Background: an optimization exercise with open tools, aiming at small area and a short achievable clock period. Do not read the settings as production practice. Where RTL was checked, it was by simulation tests only, not by an equivalence proof against the original.

==> v20 <==
==> flow/design.v <==
`timescale 1ns/1ps
module wedge_fitter (
	input logic clock,
	input logic reset,
	input logic clear_status,
	input logic [22:0] data_in,  
	input logic ds,
	output logic hold,
	input logic out_re,
	output logic [22:0] data_out,  
	output logic out_valid,
	output logic out_empty,
	input logic nocut,
	input logic [12:0] chi2cut_value,
	output logic [4:0] wedge_status  
);
	logic [22:0] H;
	logic [22:0] S [15];
	logic [4:0] i_cnt, i_cnt_next;
	logic i_empty, i_has, i_one, i_full;  
	logic push_i, pop_i;
	logic [22:0] s_head;
	assign push_i = ds && !i_full;
	always_ff @(posedge clock)
	begin
		if (push_i)
		begin
			S[0] <= data_in;
			for (int k = 1; k < 15; k++)
				S[k] <= S[k-1];
		end
	end
	always_comb
	begin
		s_head = '0;
		for (int k = 0; k < 15; k++)
			s_head = s_head | (S[k] & {23{i_cnt == 5'(k + 2)}});
	end
	always_ff @(posedge clock)
	begin
		if (pop_i)
			H <= (!i_has || i_one) ? data_in : s_head;
		else if (!i_has)
			H <= data_in;
	end
	always_comb
	begin
		i_cnt_next = i_cnt;
		if (push_i && !pop_i)
			i_cnt_next = i_cnt + 5'd1;
		else if (pop_i && !push_i)
			i_cnt_next = i_cnt - 5'd1;
	end
	always_ff @(posedge clock)
	begin
		if (reset)
		begin
			i_cnt <= '0;
			i_empty <= 1'b1;
			i_has <= 1'b0;
			i_one <= 1'b0;
			i_full <= 1'b0;
			hold <= 1'b0;
		end
		else
		begin
			i_cnt <= i_cnt_next;
			i_empty <= (i_cnt_next == 5'd0);
			i_has <= (i_cnt_next != 5'd0);
			i_one <= (i_cnt_next == 5'd1);
			i_full <= (i_cnt_next == 5'd16);
			hold <= (i_cnt_next >= 5'd12);
		end
	end
	localparam logic [1:0] C_IDLE = 2'd0, C_ROAD = 2'd1, C_WAIT = 2'd2;
	logic [1:0] c_state, c_state_next;
	logic w_ee, w_ep;
	logic t_empty, t_full;
	logic f_idle;
	logic dv;  
	logic drained;
	logic start_road, cand_valid, handoff, invalid_road;
	assign w_ee = H[22];
	assign w_ep = H[21];
	assign drained = t_empty && f_idle && !dv;
	always_comb
	begin
		c_state_next = c_state;
		pop_i = 1'b0;
		start_road = 1'b0;
		cand_valid = 1'b0;
		handoff = 1'b0;
		invalid_road = 1'b0;
		case (c_state)
			C_IDLE:
			begin
				if (i_has && w_ee)
					c_state_next = C_WAIT;
				else if (i_has && !t_full)
				begin
					pop_i = 1'b1;
					if (w_ep)
						invalid_road = 1'b1;
					else
					begin
						start_road = 1'b1;
						c_state_next = C_ROAD;
					end
				end
			end
			C_ROAD:
			begin
				if (i_has && w_ee)
				begin
					invalid_road = 1'b1;
					c_state_next = C_WAIT;
				end
				else if (i_has && !t_full)
				begin
					pop_i = 1'b1;
					cand_valid = 1'b1;
					if (w_ep)
						c_state_next = C_IDLE;
				end
			end
			C_WAIT:
			begin
				if (i_has && drained)
				begin
					handoff = 1'b1;
					pop_i = 1'b1;
					c_state_next = C_IDLE;
				end
			end
			default: c_state_next = C_IDLE;
		endcase
	end
	always_ff @(posedge clock)
	begin
		if (reset)
			c_state <= C_IDLE;
		else
			c_state <= c_state_next;
	end
	logic [20:0] cur_road;
	logic cur_par;
	logic [12:0] best_chisq;
	logic [7:0] best_track;
	logic best_par;
	logic have_cand;
	logic take;
	logic par_h;
	logic pass_r;
	logic tpar_r;
	assign par_h = ^H[20:0];
	assign take = !have_cand || (H[20:8] < best_chisq);
	always_ff @(posedge clock)
	begin
		if (start_road)
		begin
			cur_road <= H[20:0];
			cur_par <= par_h;
		end
		if (cand_valid && take)
		begin
			best_chisq <= H[20:8];
			best_track <= H[7:0];
			best_par <= par_h;
		end
		if (cand_valid && w_ep)
		begin
			pass_r <= nocut || (take ? (H[20:8] <= chi2cut_value) : (best_chisq <= chi2cut_value));
			tpar_r <= !(cur_par ^ (take ? par_h : best_par));
		end
	end
	always_ff @(posedge clock)
	begin
		if (reset)
		begin
			have_cand <= 1'b0;
			dv <= 1'b0;
		end
		else
		begin
			dv <= cand_valid && w_ep;
			if (start_road)
				have_cand <= 1'b0;
			else if (cand_valid)
				have_cand <= 1'b1;
		end
	end
	logic [20:0] T_road [8];
	logic [20:0] T_fit [8];
	logic [3:0] t_cnt, t_cnt_next;
	logic t_push, t_pop;
	assign t_push = dv && pass_r;
	always_ff @(posedge clock)
	begin
		if (t_push)
		begin
			T_road[0] <= cur_road;
			T_fit[0] <= {best_chisq, best_track};
			for (int k = 1; k < 8; k++)
			begin
				T_road[k] <= T_road[k-1];
				T_fit[k] <= T_fit[k-1];
			end
		end
	end
	always_comb
	begin
		t_cnt_next = t_cnt;
		if (t_push && !t_pop)
			t_cnt_next = t_cnt + 4'd1;
		else if (t_pop && !t_push)
			t_cnt_next = t_cnt - 4'd1;
	end
	always_ff @(posedge clock)
	begin
		if (reset)
		begin
			t_cnt <= '0;
			t_empty <= 1'b1;
			t_full <= 1'b0;
		end
		else
		begin
			t_cnt <= t_cnt_next;
			t_empty <= (t_cnt_next == 4'd0);
			t_full <= (t_cnt_next == 4'd8);
		end
	end
	logic acc;
	logic [21:0] ee_hold;  
	always_ff @(posedge clock)
	begin
		if (reset || handoff)
			acc <= 1'b0;
		else if (t_push)
			acc <= acc ^ tpar_r;
	end
	always_ff @(posedge clock)
	begin
		if (handoff)
			ee_hold <= {H[21:9], acc, H[7:0]};
	end
	localparam logic [1:0] F_IDLE = 2'd0, F_TRK = 2'd1, F_EE = 2'd2;
	logic [1:0] f_state, f_state_next;
	logic o_full, o_empty, o_has;  
	logic o_push, o_pop;
	logic [22:0] out_word;
	assign f_idle = (f_state == F_IDLE);
	always_comb
	begin
		f_state_next = f_state;
		o_push = 1'b0;
		t_pop = 1'b0;
		case (f_state)
			F_IDLE:
			begin
				if (!t_empty)
				begin
					if (!o_full)
					begin
						o_push = 1'b1;
						f_state_next = F_TRK;
					end
				end
				else if (handoff)
					f_state_next = F_EE;
			end
			F_TRK:
			begin
				if (!o_full)
				begin
					o_push = 1'b1;
					t_pop = 1'b1;
					f_state_next = F_IDLE;
				end
			end
			F_EE:
			begin
				if (!o_full)
				begin
					o_push = 1'b1;
					f_state_next = F_IDLE;
				end
			end
			default: f_state_next = F_IDLE;
		endcase
	end
	always_ff @(posedge clock)
	begin
		if (reset)
			f_state <= F_IDLE;
		else
			f_state <= f_state_next;
	end
	logic [7:0] sel_road, sel_fit;
	logic sel_ee;
	logic [20:0] t_head;
	always_ff @(posedge clock)
	begin
		for (int k = 0; k < 8; k++)
		begin
			sel_road[k] <= !reset && f_state_next == F_IDLE && t_cnt_next == 4'(k + 1);
			sel_fit[k] <= !reset && f_state_next == F_TRK && t_cnt_next == 4'(k + 1);
		end
		sel_ee <= !reset && f_state_next == F_EE;
	end
	always_comb
	begin
		t_head = '0;
		for (int k = 0; k < 8; k++)
			t_head = t_head | (T_road[k] & {21{sel_road[k]}}) | (T_fit[k] & {21{sel_fit[k]}});
		out_word = {sel_ee, sel_ee ? ee_hold[21] : (f_state == F_TRK), t_head | (ee_hold[20:0] & {21{sel_ee}})};
	end
	logic [22:0] O [16];
	logic [4:0] o_cnt, o_cnt_next;
	logic [22:0] o_head;
	assign o_pop = out_re && o_has;
	always_ff @(posedge clock)
	begin
		if (o_push)
		begin
			O[0] <= out_word;
			for (int k = 1; k < 16; k++)
				O[k] <= O[k-1];
		end
	end
	always_comb
	begin
		o_cnt_next = o_cnt;
		if (o_push && !o_pop)
			o_cnt_next = o_cnt + 5'd1;
		else if (o_pop && !o_push)
			o_cnt_next = o_cnt - 5'd1;
	end
	always_ff @(posedge clock)
	begin
		if (reset)
		begin
			o_cnt <= '0;
			o_empty <= 1'b1;
			o_has <= 1'b0;
			o_full <= 1'b0;
			out_valid <= 1'b0;
		end
		else
		begin
			o_cnt <= o_cnt_next;
			o_empty <= (o_cnt_next == 5'd0);
			o_has <= (o_cnt_next != 5'd0);
			o_full <= (o_cnt_next == 5'd16);
			out_valid <= o_pop;
		end
	end
	always_comb
	begin
		o_head = '0;
		for (int k = 0; k < 16; k++)
			o_head = o_head | (O[k] & {23{o_cnt == 5'(k + 1)}});
	end
	always_ff @(posedge clock)
	begin
		data_out <= o_head;
	end
	assign out_empty = o_empty;
	logic in_ovf_seen, invalid_seen;
	always_ff @(posedge clock)
	begin
		if (clear_status || reset)
		begin
			in_ovf_seen <= 1'b0;
			invalid_seen <= 1'b0;
		end
		else
		begin
			in_ovf_seen <= in_ovf_seen | (ds && i_full);
			invalid_seen <= invalid_seen | invalid_road;
		end
	end
	assign wedge_status = {in_ovf_seen, 1'b0, invalid_seen, i_empty, o_empty};
endmodule
==> flow/run.sh <==
#!/bin/bash
# synth_recipe.tcl (not shown) runs the flow's synth.tcl, then flattens the netlist and writes it again
# the make line also repeats each setting of config.mk as NAME=value (left out here)
make -C /OpenROAD-flow-scripts/flow DESIGN_CONFIG=/design/flow/config.mk WORK_HOME=/design/flow/orfs CLKGATE_MAP_FILE= SYNTH_SCRIPT=/design/flow/synth_recipe.tcl finish
==> flow/config.mk <==
export PLATFORM = sky130hd
export DESIGN_NAME = wedge_fitter
export DESIGN_NICKNAME = wedge_fitter
export VERILOG_FILES = /design/flow/design.v
export SDC_FILE = /design/flow/constraint.sdc
export NUM_CORES = 4
export LEC_CHECK = 0
export CAP_MARGIN = 5
export CORE_MARGIN = 2
export CORE_UTILIZATION = 70
export CTS_BUF_LIST = sky130_fd_sc_hd__clkbuf_16
export CTS_CLUSTER_DIAMETER = 60
export CTS_CLUSTER_SIZE = 30
export SETUP_SLACK_MARGIN = 4.35
export SLEW_MARGIN = 5
==> flow/constraint.sdc <==
create_clock -name core_clock -period 6.5 [get_ports {clock}]
set_input_delay 1.3000 -clock core_clock [delete_from_list [all_inputs] [get_ports {clock}]]
set_output_delay 1.3000 -clock core_clock [all_outputs]
set_load 0.01 [all_outputs]
==> v14 (differences from v20) <==
--- a/flow/design.v
+++ b/flow/design.v
@@ -17,29 +17,31 @@
 	logic [22:0] H;
 	logic [22:0] S [15];
-	logic [4:0] i_cnt, i_cnt_next;
-	logic i_empty, i_has, i_one, i_full;  
-	logic push_i, pop_i;
-	logic [22:0] s_head;
+	logic [3:0] s_rd, s_wr;
+	logic [4:0] i_cnt;
+	logic i_empty, i_one, i_full;
+	logic push_i, pop_i, s_push, s_pop;
+	logic [4:0] i_cnt_next;
 	assign push_i = ds && !i_full;
+	assign s_push = push_i && !i_empty && !(pop_i && i_one);
+	assign s_pop = pop_i && !i_empty && !i_one;
 	always_ff @(posedge clock)
 	begin
-		if (push_i)
-		begin
-			S[0] <= data_in;
-			for (int k = 1; k < 15; k++)
-				S[k] <= S[k-1];
-		end
+		if (!i_full)
+			S[s_wr] <= data_in;
 	end
+	logic [14:0] s_rd_dec;
+	logic [22:0] s_head;
 	always_comb
 	begin
+		s_rd_dec = 15'd1 << s_rd;
 		s_head = '0;
 		for (int k = 0; k < 15; k++)
-			s_head = s_head | (S[k] & {23{i_cnt == 5'(k + 2)}});
+			s_head = s_head | (S[k] & {23{s_rd_dec[k]}});
 	end
 	always_ff @(posedge clock)
 	begin
 		if (pop_i)
-			H <= (!i_has || i_one) ? data_in : s_head;
-		else if (!i_has)
+			H <= (i_empty || i_one) ? data_in : s_head;
+		else if (i_empty)
 			H <= data_in;
 	end
@@ -56,7 +58,8 @@
 		if (reset)
 		begin
+			s_rd <= '0;
+			s_wr <= '0;
 			i_cnt <= '0;
 			i_empty <= 1'b1;
-			i_has <= 1'b0;
 			i_one <= 1'b0;
 			i_full <= 1'b0;
@@ -65,7 +68,10 @@
 		else
 		begin
+			if (s_push)
+				s_wr <= (s_wr == 4'd14) ? 4'd0 : s_wr + 4'd1;
+			if (s_pop)
+				s_rd <= (s_rd == 4'd14) ? 4'd0 : s_rd + 4'd1;
 			i_cnt <= i_cnt_next;
 			i_empty <= (i_cnt_next == 5'd0);
-			i_has <= (i_cnt_next != 5'd0);
 			i_one <= (i_cnt_next == 5'd1);
 			i_full <= (i_cnt_next == 5'd16);
@@ -95,7 +101,7 @@
 			C_IDLE:
 			begin
-				if (i_has && w_ee)
+				if (!i_empty && w_ee)
 					c_state_next = C_WAIT;
-				else if (i_has && !t_full)
+				else if (!i_empty && !t_full)
 				begin
 					pop_i = 1'b1;
@@ -111,10 +117,10 @@
 			C_ROAD:
 			begin
-				if (i_has && w_ee)
+				if (!i_empty && w_ee)
 				begin
 					invalid_road = 1'b1;
 					c_state_next = C_WAIT;
 				end
-				else if (i_has && !t_full)
+				else if (!i_empty && !t_full)
 				begin
 					pop_i = 1'b1;
@@ -126,5 +132,5 @@
 			C_WAIT:
 			begin
-				if (i_has && drained)
+				if (!i_empty && drained)
 				begin
 					handoff = 1'b1;
@@ -192,4 +198,5 @@
 	logic [20:0] T_road [8];
 	logic [20:0] T_fit [8];
+	logic [2:0] t_rd, t_wr;
 	logic [3:0] t_cnt, t_cnt_next;
 	logic t_push, t_pop;
@@ -197,13 +204,8 @@
 	always_ff @(posedge clock)
 	begin
-		if (t_push)
+		if (dv)
 		begin
-			T_road[0] <= cur_road;
-			T_fit[0] <= {best_chisq, best_track};
-			for (int k = 1; k < 8; k++)
-			begin
-				T_road[k] <= T_road[k-1];
-				T_fit[k] <= T_fit[k-1];
-			end
+			T_road[t_wr] <= cur_road;
+			T_fit[t_wr] <= {best_chisq, best_track};
 		end
 	end
@@ -220,4 +222,6 @@
 		if (reset)
 		begin
+			t_rd <= '0;
+			t_wr <= '0;
 			t_cnt <= '0;
 			t_empty <= 1'b1;
@@ -226,4 +230,8 @@
 		else
 		begin
+			if (t_push)
+				t_wr <= t_wr + 3'd1;
+			if (t_pop)
+				t_rd <= t_rd + 3'd1;
 			t_cnt <= t_cnt_next;
 			t_empty <= (t_cnt_next == 4'd0);
@@ -247,5 +255,5 @@
 	localparam logic [1:0] F_IDLE = 2'd0, F_TRK = 2'd1, F_EE = 2'd2;
 	logic [1:0] f_state, f_state_next;
-	logic o_full, o_empty, o_has;  
+	logic o_full, o_empty;
 	logic o_push, o_pop;
 	logic [22:0] out_word;
@@ -290,20 +298,15 @@
 		endcase
 	end
-	always_ff @(posedge clock)
-	begin
-		if (reset)
-			f_state <= F_IDLE;
-		else
-			f_state <= f_state_next;
-	end
 	logic [7:0] sel_road, sel_fit;
 	logic sel_ee;
+	logic [2:0] t_rd_next;
 	logic [20:0] t_head;
+	assign t_rd_next = t_pop ? t_rd + 3'd1 : t_rd;
 	always_ff @(posedge clock)
 	begin
 		for (int k = 0; k < 8; k++)
 		begin
-			sel_road[k] <= !reset && f_state_next == F_IDLE && t_cnt_next == 4'(k + 1);
-			sel_fit[k] <= !reset && f_state_next == F_TRK && t_cnt_next == 4'(k + 1);
+			sel_road[k] <= (reset || f_state_next == F_IDLE) && (reset ? (k == 0) : (t_rd_next == 3'(k)));
+			sel_fit[k] <= !reset && f_state_next == F_TRK && t_rd_next == 3'(k);
 		end
 		sel_ee <= !reset && f_state_next == F_EE;
@@ -316,16 +319,19 @@
 		out_word = {sel_ee, sel_ee ? ee_hold[21] : (f_state == F_TRK), t_head | (ee_hold[20:0] & {21{sel_ee}})};
 	end
+	always_ff @(posedge clock)
+	begin
+		if (reset)
+			f_state <= F_IDLE;
+		else
+			f_state <= f_state_next;
+	end
 	logic [22:0] O [16];
+	logic [3:0] o_rd, o_wr;
 	logic [4:0] o_cnt, o_cnt_next;
-	logic [22:0] o_head;
-	assign o_pop = out_re && o_has;
+	assign o_pop = out_re && !o_empty;
 	always_ff @(posedge clock)
 	begin
-		if (o_push)
-		begin
-			O[0] <= out_word;
-			for (int k = 1; k < 16; k++)
-				O[k] <= O[k-1];
-		end
+		if (!o_full)
+			O[o_wr] <= out_word;
 	end
 	always_comb
@@ -341,7 +347,8 @@
 		if (reset)
 		begin
+			o_rd <= '0;
+			o_wr <= '0;
 			o_cnt <= '0;
 			o_empty <= 1'b1;
-			o_has <= 1'b0;
 			o_full <= 1'b0;
 			out_valid <= 1'b0;
@@ -349,16 +356,22 @@
 		else
 		begin
+			if (o_push)
+				o_wr <= o_wr + 4'd1;
+			if (o_pop)
+				o_rd <= o_rd + 4'd1;
 			o_cnt <= o_cnt_next;
 			o_empty <= (o_cnt_next == 5'd0);
-			o_has <= (o_cnt_next != 5'd0);
 			o_full <= (o_cnt_next == 5'd16);
 			out_valid <= o_pop;
 		end
 	end
+	logic [15:0] o_rd_dec;
+	logic [22:0] o_head;
 	always_comb
 	begin
+		o_rd_dec = 16'd1 << o_rd;
 		o_head = '0;
 		for (int k = 0; k < 16; k++)
-			o_head = o_head | (O[k] & {23{o_cnt == 5'(k + 1)}});
+			o_head = o_head | (O[k] & {23{o_rd_dec[k]}});
 	end
 	always_ff @(posedge clock)
==> flow/config.mk (replaced) <==
export PLATFORM = sky130hd
export DESIGN_NAME = wedge_fitter
export DESIGN_NICKNAME = wedge_fitter
export VERILOG_FILES = /design/flow/design.v
export SDC_FILE = /design/flow/constraint.sdc
export NUM_CORES = 4
export LEC_CHECK = 0
export CAP_MARGIN = 20
export CORE_MARGIN = 2
export CORE_UTILIZATION = 70
export CTS_BUF_LIST = sky130_fd_sc_hd__clkbuf_8
export CTS_CLUSTER_DIAMETER = 50
export CTS_CLUSTER_SIZE = 20
export SETUP_SLACK_MARGIN = 3.9
export SLEW_MARGIN = 20
==> results.json <==
{
  "status": "finished clean",
  "power_density_nw_per_um2": 360,
  "finClkSkew_ns": 0.0419,
  "power_clock_mw": 4.47,
  "wire_per_inst_um": 31.2,
  "register_area_um2": 36200,
  "cts.sinks": 1234
}
The numbers above come from v14.

==> results.json <==
{
  "power_clock_mw": 4.65,
  "cts.sinks": 1214,
  "power_density_nw_per_um2": 486,
  "placedCellCount": 3395,
  "register_area_um2": 35800,
  "status": "finished clean",
  "finClkSkew_ns": 0.0393
}
The numbers above come from v20.

The RTL of v20 was laid out without a check of its function.

port drivers added, routing unchanged:
The results above use ideal ports. As a check the final layouts listed here were re-extracted and re-timed, cells and wires unchanged.
Step 1 sets driving cells, clkbuf_16 on the clock port and buf_2 on the other inputs (assumed; they add their load-dependent delay and slew).
Step 2 adds t to the input delays and takes it off the output delays; t is the mean of the earliest and latest rising clock arrival at the registers after step 1. Input paths then give back, and output paths get back, about the clock's delay inside the block.
a / b / c = ideal ports / drivers / drivers and shift; a / b = the first two.
| run | t (ns) | setup WS [ns] | hold WS [ns] | worst slew at a driven data input, ns |
|---|---|---|---|---|
| v20 | 0.738 | 4.028 / 3.960 / 3.497 | 0.418 / 0.418 / 0.418 | 0.06 |
| v14 | 0.797 | 3.856 / 3.793 / 3.214 | 0.488 / 0.488 / 0.488 | 0.12 |
After both steps setup and hold are still met in every run listed. For v14, which loses most, drivers alone change the setup slack by -0.063 ns; drivers and shift together by -0.642 ns.
